Source: an optimization exercise on an open RTL-to-GDS flow (aim: small area and a short achievable clock period). Production flows keep margins and buffers that such runs may drop. Only simulation tests tie the RTL to the original design; equivalence was not proved. Power figures rest on the tool's default switching activity, not on a simulated workload.

## v27
Design stump_mem_responder, start of the top module:
module stump_mem_responder (
    input  logic              CLK,
    input  logic              RST,
    input  logic              REQ,
    input  logic              WEN,
    input  logic [stump_mem_pkg::ADDR_W-1:0] ADDR,
    input  logic [stump_mem_pkg::DATA_W-1:0] DIN,
    output logic              ACK,
    output logic [stump_mem_pkg::DATA_W-1:0] DOUT,
    output logic              ERR,
    output logic              BUSY
);
Settings: LEC_CHECK=0, ABC_CLOCK_PERIOD_IN_PS=2800, CAP_MARGIN=20, CORE_MARGIN=2, CORE_UTILIZATION=65, CTS_CLUSTER_DIAMETER=60, CTS_CLUSTER_SIZE=30, SETUP_SLACK_MARGIN=3.2, SLEW_MARGIN=20; clock period 5.5 ns.
standard.sh (not shown) runs the stock make flow with config.mk's settings and CLKGATE_MAP_FILE= SYNTH_SCRIPT=/design/flow/synth_recipe.tcl, a recipe that flattens the netlist after the stock synthesis.
==> flow/flow/run.sh <==
#!/bin/bash
# The standard layout (the standard.sh, unchanged synthesis, floorplan,
# power grid and tap cells), with one change at clock tree synthesis: no
# dummy loads are added to balance the tree.  Make's output goes to
# flow.log; each ORFS step keeps its own log under orfs/logs/.
set -euo pipefail
bash standard.sh finish \
  "CTS_ARGS=-sink_clustering_enable -repair_clock_nets -sink_clustering_size 30 -sink_clustering_max_diameter 60 -dont_use_dummy_load" \
  > flow.log 2>&1
For v12, these inputs were changed with respect to v27:
Settings: a change of CORE_UTILIZATION from 65 to 58.
-- flow/flow/run.sh --
<<< v27, line 3
# power grid and tap cells), with one change at clock tree synthesis: no
# dummy loads are added to balance the tree.  Make's output goes to
# flow.log; each ORFS step keeps its own log under orfs/logs/.
>>> v12, line 3
# power grid and tap cells), with two changes: clock tree synthesis adds no
# dummy loads to balance the tree, and the resizer may swap a cell for one
# of another footprint.  Make's output goes to flow.log; each ORFS step
# keeps its own log under orfs/logs/.
<<< v27, line 9
>>> v12, line 10
  MATCH_CELL_FOOTPRINT=0 \
### Flow results
v12 has completed all stages; timing, DRC and antenna checks passed. From v27 to v12 the numbers moved as follows: vias after detailed routing grew by 653; shortest period the worst path allows shrank by 60 ps; global-route usage shrank by 3.9 points.
Relative to v12, the following input files were edited for v31:
Settings: a change of CORE_UTILIZATION from 58 to 65.
## What came out
- Measured against each other, v12 and v31 differ in hold slack, the higher figure coming from v12.
- Of v12 and v31, v12 shows the lower worst setup slack, with v31 above it.
- Comparing v12 and v31, period utilization is higher on v12.
- Of v12 and v31, the run reporting the lower sequential share of layout area was v12.
- The run showing the smaller core region area is v31.
- As of v31, wire length of the first global-routing pass had fallen by a few percent compared to v12.
- Run comparison: v31 critical path class reg -> out; v12 critical path class reg -> reg
- Against v12, v31 reports a final routed wirelength across all metal layers that is lower.
- Higher fraction of area in non-clock buffers goes to v12 over v31.
- Global router's overall resource usage up 3.5 points in v31 wrt v12
- Summary of v31 over v12: maximum achievable frequency climbed about 5.4%, area of the die moved down.
Changes in v23 relative to v31:
==> flow/run.sh (new file) <==
#!/bin/bash
# synth_recipe.tcl (not shown) runs the flow's synth.tcl, then flattens the netlist and writes it again
# the make line also repeats each setting of config.mk as NAME=value (left out here)
make -C /OpenROAD-flow-scripts/flow DESIGN_CONFIG=/design/flow/config.mk WORK_HOME=/design/flow/orfs CLKGATE_MAP_FILE= SYNTH_SCRIPT=/design/flow/synth_recipe.tcl finish
removed: flow/flow/run.sh
removed: flow/standard.sh
==> comparison <==
Power share of the combinational group across v31 and v23: no real change.
v31 has lower buffer count excluding the clock tree in the final layout than v23.
The part of the power in registers of v23 falls short of that of v31 by 2.2 points.
Total power, v23 vs v31: up by a few percent
From v23 to v31, width of the die did not move at all.
Post-route standard cell area excluding fillers, v23 vs v31: up by a few percent

---

The RTL this note starts from:
==> flow/design.v <==
package stump_mem_pkg;
    localparam int DATA_W     = 16;
    localparam int ADDR_W     = 16;
    localparam int DEPTH_LOG2 = 8;
    localparam int DEPTH      = 256;
    localparam int RD_STEP = 3;
    localparam int NTAP    = (DEPTH + RD_STEP - 1) / RD_STEP;
    localparam int WR_STEP = 5;
    function automatic bit wport_after(input int q);
        wport_after = ((q % WR_STEP) == 0) || (q == DEPTH - 1);
    endfunction
    function automatic bit ring_inv(input int p);
        int c;
        c = 0;
        for (int q = 1; q <= p; q++) begin
            if (wport_after(q - 1)) c = c + 1;
        end
        ring_inv = c[0];
    endfunction
endpackage
module stump_mem_array (
    input  logic                                        clk,
    input  logic [15:0]                                 whi,
    input  logic [15:0]                                 wlo,
    input  logic [15:0]                                 whi_n,
    input  logic [15:0]                                 wlo_n,
    input  logic [stump_mem_pkg::DATA_W-1:0]            wdata,
    input  logic [stump_mem_pkg::DATA_W-1:0]            wdata_n,
    input  logic [stump_mem_pkg::NTAP-1:0]              tsel_n,
    input  logic                                        tinv,
    output logic [stump_mem_pkg::DATA_W-1:0]            rdata
);
    localparam int N  = stump_mem_pkg::DEPTH;
    localparam int DW = stump_mem_pkg::DATA_W;
    localparam int RS = stump_mem_pkg::RD_STEP;
    localparam int NT = stump_mem_pkg::NTAP;
    logic [DW-1:0] ring [0:N-1];
    genvar p;
    generate
        for (p = 0; p < N; p++) begin : g_pos
            localparam int PREV = (p + N - 1) % N;
            if (stump_mem_pkg::wport_after(PREV)) begin : g_wport
                localparam bit INV = stump_mem_pkg::ring_inv(p);
                logic          sel, sel_n;
                logic [DW-1:0] wd;
                assign sel   = whi[PREV / 16] & wlo[PREV % 16];
                assign sel_n = whi_n[PREV / 16] | wlo_n[PREV % 16];
                assign wd    = INV ? wdata : wdata_n;
                always_ff @(posedge clk) begin
                    ring[p] <= ~((wd | {DW{sel_n}}) & (ring[PREV] | {DW{sel}}));
                end
            end else begin : g_shift
                always_ff @(posedge clk) begin
                    ring[p] <= ring[PREV];
                end
            end
        end
    endgenerate
    logic [DW-1:0] r_true, r_inv;
    always_comb begin
        r_true = '1;
        r_inv  = '1;
        for (int j = 0; j < NT; j++) begin
            if (stump_mem_pkg::ring_inv(RS * j))
                r_inv  = r_inv  & (ring[RS * j] | {DW{tsel_n[j]}});
            else
                r_true = r_true & (ring[RS * j] | {DW{tsel_n[j]}});
        end
    end
    assign rdata = tinv ? ~r_inv : r_true;
endmodule
module stump_mem_responder (
    input  logic              CLK,
    input  logic              RST,
    input  logic              REQ,
    input  logic              WEN,
    input  logic [stump_mem_pkg::ADDR_W-1:0] ADDR,
    input  logic [stump_mem_pkg::DATA_W-1:0] DIN,
    output logic              ACK,
    output logic [stump_mem_pkg::DATA_W-1:0] DOUT,
    output logic              ERR,
    output logic              BUSY
);
    localparam int AW = stump_mem_pkg::DEPTH_LOG2;
    localparam int DW = stump_mem_pkg::DATA_W;
    localparam int NT = stump_mem_pkg::NTAP;
    localparam int RS = stump_mem_pkg::RD_STEP;
    logic busy_q, ack_q, s1_q, s2_q, s3_q;
    logic accept;
    assign accept = REQ && !busy_q;
    always_ff @(posedge CLK or posedge RST) begin
        if (RST) begin
            busy_q <= 1'b0;
            ack_q  <= 1'b0;
            s1_q   <= 1'b0;
            s2_q   <= 1'b0;
            s3_q   <= 1'b0;
        end else begin
            s1_q   <= accept;
            s2_q   <= s1_q;
            s3_q   <= s2_q;
            ack_q  <= s3_q || (ack_q && REQ);
            busy_q <= accept || s1_q || s2_q || s3_q || (ack_q && REQ);
        end
    end
    logic [AW-1:0] tnext_q;       
    logic [AW-1:0] rpos_q;        
    logic [NT-1:0] tsel_n_q;      
    logic          rhit;          
    logic          tinv;          
    logic [AW-1:0] wpos_q;        
    logic [15:0]   whi_q, wlo_q;      
    logic [15:0]   whi_n_q, wlo_n_q;  
    logic [AW-1:0] wpos_d;
    logic [DW-1:0] wdata_q;       
    logic [DW-1:0] wdata_n_q;     
    logic          oor_q, wen_q, byp_q;
    logic [DW-1:0] dout_q;
    logic          err_q;
    logic [AW-1:0] rpos_inc, rpos_d;
    logic [NT-1:0] tsel_d;
    logic [4:0]    alo;
    logic [3:0]    ahi;
    logic [15:0]   lo_a, hi_a0, hi_a, lo_r, hi_r0, hi_r, lo_d, hi_d;
    logic          commit;
    logic [DW-1:0] rdata;
    assign rpos_inc = rpos_q + AW'(1);
    assign rpos_d   = accept ? (ADDR[AW-1:0] + tnext_q) : rpos_inc;
    assign commit   = s3_q && wen_q && !oor_q;
    assign wpos_d   = commit ? rpos_inc : (wpos_q + AW'(1));
    assign alo   = {1'b0, ADDR[3:0]} + {1'b0, tnext_q[3:0]};
    assign ahi   = ADDR[7:4] + tnext_q[7:4];
    assign lo_a  = 16'(1) << alo[3:0];
    assign hi_a0 = 16'(1) << ahi;
    assign hi_a  = alo[4] ? {hi_a0[14:0], hi_a0[15]} : hi_a0;
    assign lo_r  = 16'(1) << rpos_inc[3:0];
    assign hi_r0 = 16'(1) << rpos_q[7:4];
    assign hi_r  = (rpos_q[3:0] == 4'hf) ? {hi_r0[14:0], hi_r0[15]} : hi_r0;
    assign lo_d  = accept ? lo_a : lo_r;
    assign hi_d  = accept ? hi_a : hi_r;
    always_comb begin
        for (int j = 0; j < NT; j++) begin
            tsel_d[j] = hi_d[(RS * j) / 16] && lo_d[(RS * j) % 16];
        end
    end
    always_comb begin
        rhit = 1'b0;
        tinv = 1'b0;
        for (int j = 0; j < NT; j++) begin
            rhit = rhit | !tsel_n_q[j];
            if (stump_mem_pkg::ring_inv(RS * j)) tinv = tinv | !tsel_n_q[j];
        end
    end
    always_ff @(posedge CLK) begin
        tnext_q  <= tnext_q + AW'(1);
        rpos_q   <= rpos_d;
        tsel_n_q <= ~tsel_d;
        wpos_q   <= wpos_d;
        whi_q    <= 16'(1) << wpos_d[7:4];
        wlo_q    <= 16'(1) << wpos_d[3:0];
        whi_n_q  <= ~(16'(1) << wpos_d[7:4]);
        wlo_n_q  <= ~(16'(1) << wpos_d[3:0]);
        if (commit) begin
            wdata_q   <= DIN;
            wdata_n_q <= ~DIN;
        end
        if (accept) begin
            oor_q <= |ADDR[stump_mem_pkg::ADDR_W-1:AW];
            wen_q <= WEN;
        end
        if (s1_q) byp_q <= (rpos_q == wpos_q);
        dout_q <= dout_d;
        err_q  <= err_d;
    end
    logic          ld_rd, ld_din, ld_wd, ld_any, err_d;
    logic [DW-1:0] dout_d;
    assign ld_rd  = rhit && !ack_q && !(s3_q && (oor_q || wen_q || byp_q));
    assign ld_din = s3_q && !oor_q && wen_q;
    assign ld_wd  = s3_q && !oor_q && !wen_q && byp_q;
    assign ld_any = ld_rd || ld_din || ld_wd || (s3_q && oor_q);
    assign dout_d = ({DW{ld_rd}}  & rdata)
                  | ({DW{ld_din}} & DIN)
                  | ({DW{ld_wd}}  & wdata_q)
                  | ({DW{!ld_any}} & dout_q);
    assign err_d  = (s3_q & oor_q) | (!s3_q & err_q);
    stump_mem_array u_array (
        .clk    (CLK),
        .whi    (whi_q),
        .wlo    (wlo_q),
        .whi_n  (whi_n_q),
        .wlo_n  (wlo_n_q),
        .wdata  (wdata_q),
        .wdata_n(wdata_n_q),
        .tsel_n (tsel_n_q),
        .tinv   (tinv),
        .rdata  (rdata)
    );
    assign ACK  = ack_q;
    assign BUSY = busy_q;
    assign DOUT = dout_q;
    assign ERR  = err_q;
endmodule
Settings: LEC_CHECK=0, ABC_CLOCK_PERIOD_IN_PS=2800, CAP_MARGIN=20, CORE_MARGIN=2, CORE_UTILIZATION=65, CTS_CLUSTER_DIAMETER=60, CTS_CLUSTER_SIZE=30, SETUP_SLACK_MARGIN=3.2, SLEW_MARGIN=20; clock period 5.5 ns.
==> flow/flow/run.sh <==
#!/bin/bash
# The standard layout (the standard.sh, unchanged synthesis, floorplan,
# power grid and tap cells), with two changes: clock tree synthesis adds no
# dummy loads to balance the tree, and the resizer may swap a cell for one
# of another footprint.  Make's output goes to flow.log; each ORFS step
# keeps its own log under orfs/logs/.
set -euo pipefail
bash standard.sh finish \
  "CTS_ARGS=-sink_clustering_enable -repair_clock_nets -sink_clustering_size 30 -sink_clustering_max_diameter 60 -dont_use_dummy_load" \
  MATCH_CELL_FOOTPRINT=0 \
  > flow.log 2>&1
The baseline completed without violations.
Rerun with:
--- a/flow/config.mk
+++ b/flow/config.mk
@@ -10,3 +10,3 @@
 export CORE_MARGIN = 2
-export CORE_UTILIZATION = 65
+export CORE_UTILIZATION = 58
 export CTS_CLUSTER_DIAMETER = 60
The new run ran to the end with violations: antenna rules.
Count of clock-buffer cells in the layout increases by 9.
Via count decreases by 0.70%.
Wire length increases by 2.8%.
Register-to-register slack improves by 0.13 ns.
Synthesized area is unchanged.
Design area increases by 0.43%.
Setup slack improves by 0.043 ns.
Cell count increases by 3.1%.
Sequential power is about the same.

static timing again, ports no longer ideal:
In the flow no input, the clock included, has a driving cell. The finished layouts below were timed again as built, in two steps.
Step 1 assumes that a clkbuf_16 drives the clock port and a buf_2 every other input.
Step 2 times the ports against the registers' clock, not the clock port: input delays grow and output delays shrink by t, the midpoint of the rising clock arrivals with the driver on.
Slacks: ideal / step 1 / step 2; pairs: ideal / step 1.
run | t (ns) | setup WS [ns] | worst hold slack (ns) | worst setup path at the end
v27 | 0.896 | 2.836 / 2.836 / 2.354 | 0.237 / 0.237 / 0.237 | input to register
v12 | 0.937 | 2.896 / 2.837 / 2.290 | 0.260 / 0.260 / 0.260 | input to register
v31 | 0.905 | 3.030 / 2.941 / 2.263 | 0.249 / 0.249 / 0.249 | input to register
v23 | 0.959 | 2.944 / 2.851 / 2.315 | 0.301 / 0.301 / 0.301 | input to register
the first run of note 2 | 0.934 | 2.904 / 2.816 / 2.295 | 0.287 / 0.287 / 0.287 | input to register
the second run of note 2 | 0.946 | 2.947 / 2.849 / 2.311 | 0.262 / 0.262 / 0.262 | input to register
The setup slack of v31, which loses most, moves by -0.089 ns with the drivers and by -0.767 ns with both steps.
